This is an optimization exercise on Yosys and OpenROAD, whose aim is small area, not a production implementation.
In this exercise RTL edits were held to simulation tests only and were not proved equivalent to the original.
Power and IR drop assume default switching activity.

// pio_sm_top
module pio_sm_top (
  input  logic                   clk,
  input  logic                   rst_n,
  input  logic                   en,                
  input  logic [15:0]            instr,
  input  logic [32-1:0] input_pins,
  input  logic [32-1:0] din,               
  input  logic                   empty,
  input  logic                   full,
  input  logic                   jmp_pin,
  input  logic [4:0]             pend,
  input  logic [4:0]             wrap_target,
  input  logic [4:0]             pins_out_base,
  input  logic [5:0]             pins_out_count,
  input  logic [4:0]             pins_set_base,
  input  logic [2:0]             pins_set_count,
  input  logic [4:0]             pins_in_base,
  input  logic                   out_shift_dir,     
  input  logic                   in_shift_dir,      
  input  logic [4:0]             osr_threshold,
  output logic [5-1:0] pc,
  output logic                   push,
  output logic                   pull,
  output logic [32-1:0] dout,              
  output logic [32-1:0] output_pins,
  output logic [32-1:0] pin_directions
);
Settings: LEC_CHECK=0, ABC_AREA=1, CAP_MARGIN=15, CORE_MARGIN=2, CORE_UTILIZATION=50, CTS_BUF_LIST=sky130_fd_sc_hd__clkbuf_4, CTS_CLUSTER_SIZE=20, GPL_TIMING_DRIVEN=0, PLACE_DENSITY=0.6, SLEW_MARGIN=15; clock period 12.0 ns.
standard.sh (not shown) runs the stock make flow with config.mk's settings and CLKGATE_MAP_FILE= SYNTH_SCRIPT=/design/flow/synth_recipe.tcl, a recipe that flattens the netlist after the stock synthesis.
==> flow/flow/run.sh <==
#!/bin/bash
# Layout with an area-only technology mapping: the standard synthesis script,
# with ABC's mapping script replaced by flow/area.abc and the adders left to ABC
# (no full-adder cells, no Kogge-Stone carry map), then the standard layout
# steps from floorplan to finish, with the smallest buffer on the ports and a
# clock tree without dummy loads.
set -euo pipefail
W=$(pwd)
cat > "$W/area_synth.tcl" <<EOT
proc abc {args} {
  set out {}
  set skip 0
  foreach a \$args {
    if {\$skip} { lappend out {$W/flow/area.abc}; set skip 0; continue }
    if {\$a eq "-script"} { set skip 1 }
    lappend out \$a
  }
  yosys abc {*}\$out
}
source {$W/synth_recipe.tcl}
EOT
export BUFFER_PORTS_ARGS="-buffer_cell sky130_fd_sc_hd__buf_1"
export CTS_ARGS="-sink_clustering_enable -repair_clock_nets -buf_list sky130_fd_sc_hd__clkbuf_4 -sink_clustering_size 20 -dont_use_dummy_load"
make -C "$FLOW_HOME" DESIGN_CONFIG="$W/config.mk" WORK_HOME="$W/orfs" CLKGATE_MAP_FILE= \
  SYNTH_SCRIPT="$W/area_synth.tcl" ADDER_MAP_FILE= SYNTH_OPERATIONS_ARGS="-top pio_sm_top" synth > "$W/synth.log" 2>&1
bash "$W/standard.sh" > "$W/layout.log" 2>&1
==> flow/flow/area.abc <==
strash
&get -n
&st
&syn2
&synch2
&put
amap
strash
dch
amap
topo
buffer -c
upsize -c
dnsize -c
The starting point went through all stages and came out clean.
Then changed:
--- a/flow/flow/run.sh
+++ b/flow/flow/run.sh
@@ -23 +23 @@
-export CTS_ARGS="-sink_clustering_enable -repair_clock_nets -buf_list sky130_fd_sc_hd__clkbuf_4 -sink_clustering_size 20 -dont_use_dummy_load"
+export CTS_ARGS="-sink_clustering_enable -repair_clock_nets -buf_list sky130_fd_sc_hd__clkbuf_2 -sink_clustering_size 10 -dont_use_dummy_load"
CTS_BUF_LIST = sky130_fd_sc_hd__clkbuf_2   (was sky130_fd_sc_hd__clkbuf_4)
After rerunning:
- synthesized area stays the same
- via count stays flat
- cell count hardly moves
- design area decreases slightly
- sequential share of layout area is higher by 0.26 points
- count of clock-buffer cells in the layout came out lower by 1
- flip-flop and latch count is unchanged
- hold slack hardly moves
- non-clock buffer count rises by 1

== onyx ==
Another version of the RTL of pio_sm_top (not shown whole).
Size in the first run: roughly 3200 cells after synthesis, about 220 flip-flops, ~230 I/O pins, about 0.020 mm2 of cells after synthesis.
clock: 12.0 ns
lec_check: 0
abc_area: 1
cap_margin: 40
core_margin: 2
core_utilization: 30
place_density: 0.5
slew_margin: 40
run.sh (not shown) runs the stock make flow with config.mk's settings and CLKGATE_MAP_FILE= SYNTH_SCRIPT=/design/flow/synth_recipe.tcl, a recipe that flattens the netlist after the stock synthesis.
Stock flow here: none of the scripts above is used.
Changes in garnet relative to onyx:
==> flow/flow/run.sh (new file) <==
#!/bin/bash
# Layout with an area-only technology mapping: the standard synthesis script,
# with ABC's mapping script replaced by flow/area.abc, then the standard
# layout steps from floorplan to finish.
set -euo pipefail
W=$(pwd)
cat > "$W/area_synth.tcl" <<EOT
proc abc {args} {
  set out {}
  set skip 0
  foreach a \$args {
    if {\$skip} { lappend out {$W/flow/area.abc}; set skip 0; continue }
    if {\$a eq "-script"} { set skip 1 }
    lappend out \$a
  }
  yosys abc {*}\$out
}
source {$W/synth_recipe.tcl}
EOT
make -C "$FLOW_HOME" DESIGN_CONFIG="$W/config.mk" WORK_HOME="$W/orfs" CLKGATE_MAP_FILE= \
  SYNTH_SCRIPT="$W/area_synth.tcl" synth > "$W/synth.log" 2>&1
bash "$W/standard.sh" > "$W/layout.log" 2>&1
==> flow/flow/area.abc (new file) <==
strash
dch
amap
strash
dch
amap
topo
==> flow/standard.sh (new file) <==
#!/bin/bash
# synth_recipe.tcl (not shown) runs the flow's synth.tcl, then flattens the netlist and writes it again
# the make line also repeats each setting of config.mk as NAME=value (left out here)
make -C /OpenROAD-flow-scripts/flow DESIGN_CONFIG=/design/flow/config.mk WORK_HOME=/design/flow/orfs CLKGATE_MAP_FILE= SYNTH_SCRIPT=/design/flow/synth_recipe.tcl "${@:-finish}"
removed: flow/run.sh
==> comparison <==
- Worst setup slack came out lower on garnet than on onyx.
- garnet vs. onyx: ratio of final minimum period to clock period higher; share of the yosys chip area belonging to registers has increased; source-to-sink clock delay at the later pin of the worst-skew pair fell 20 ps; clock distribution power went down; total power of the final layout now sits higher.
- Final critical delay including setup and external delays ended up 330 ps higher on garnet than on onyx.
- Met2 capacity usage during global routing (lower): onyx
- Looking at highest-delay cell along the critical path, the clkdlybuf4s50_1 result is from onyx; the fa_2 one comes from garnet.
- Diff garnet..onyx | clock network contribution to total cell area | negligible

afterwards: timing with drivers on the ports:
No port has a modelled driver above. Below, the same layouts with a new extraction and two added sets of constraints. Step 1, drivers: a clkbuf_16 drives clk and a buf_2 each remaining input, both assumed. Step 2 moves the port delays by t, midway between the first and last clock arrival at a register: inputs arrive t later, outputs are due t later. That takes back most of the time a late clock gives input paths. a / b / c = no drivers / after step 1 / after step 2; a / b = the first two.
| run | shift t [ns] | slack for setup (ns) | slew at the worst register clock pin (ns) | worst data-port slew with drivers (ns) |
|---|---|---|---|---|
| the first run of note 1 | 0.840 | 0.336 / 0.310 / -0.359 | 0.07 / 0.07 | 0.06 |
| the second run of note 1 | 1.106 | 0.296 / 0.268 / -0.307 | 0.11 / 0.11 | 0.07 |
| onyx | 0.665 | 0.525 / 0.499 / 0.499 | 0.07 / 0.07 | 0.06 |
| garnet | 0.644 | 0.199 / 0.146 / 0.059 | 0.07 / 0.07 | 0.10 |
With both steps, setup timing fails in the first run of note 1 and the second run of note 1, where it was met with ideal ports. The setup slack of the first run of note 1, which loses most, moves by -0.026 ns with the drivers and by -0.695 ns with both steps.
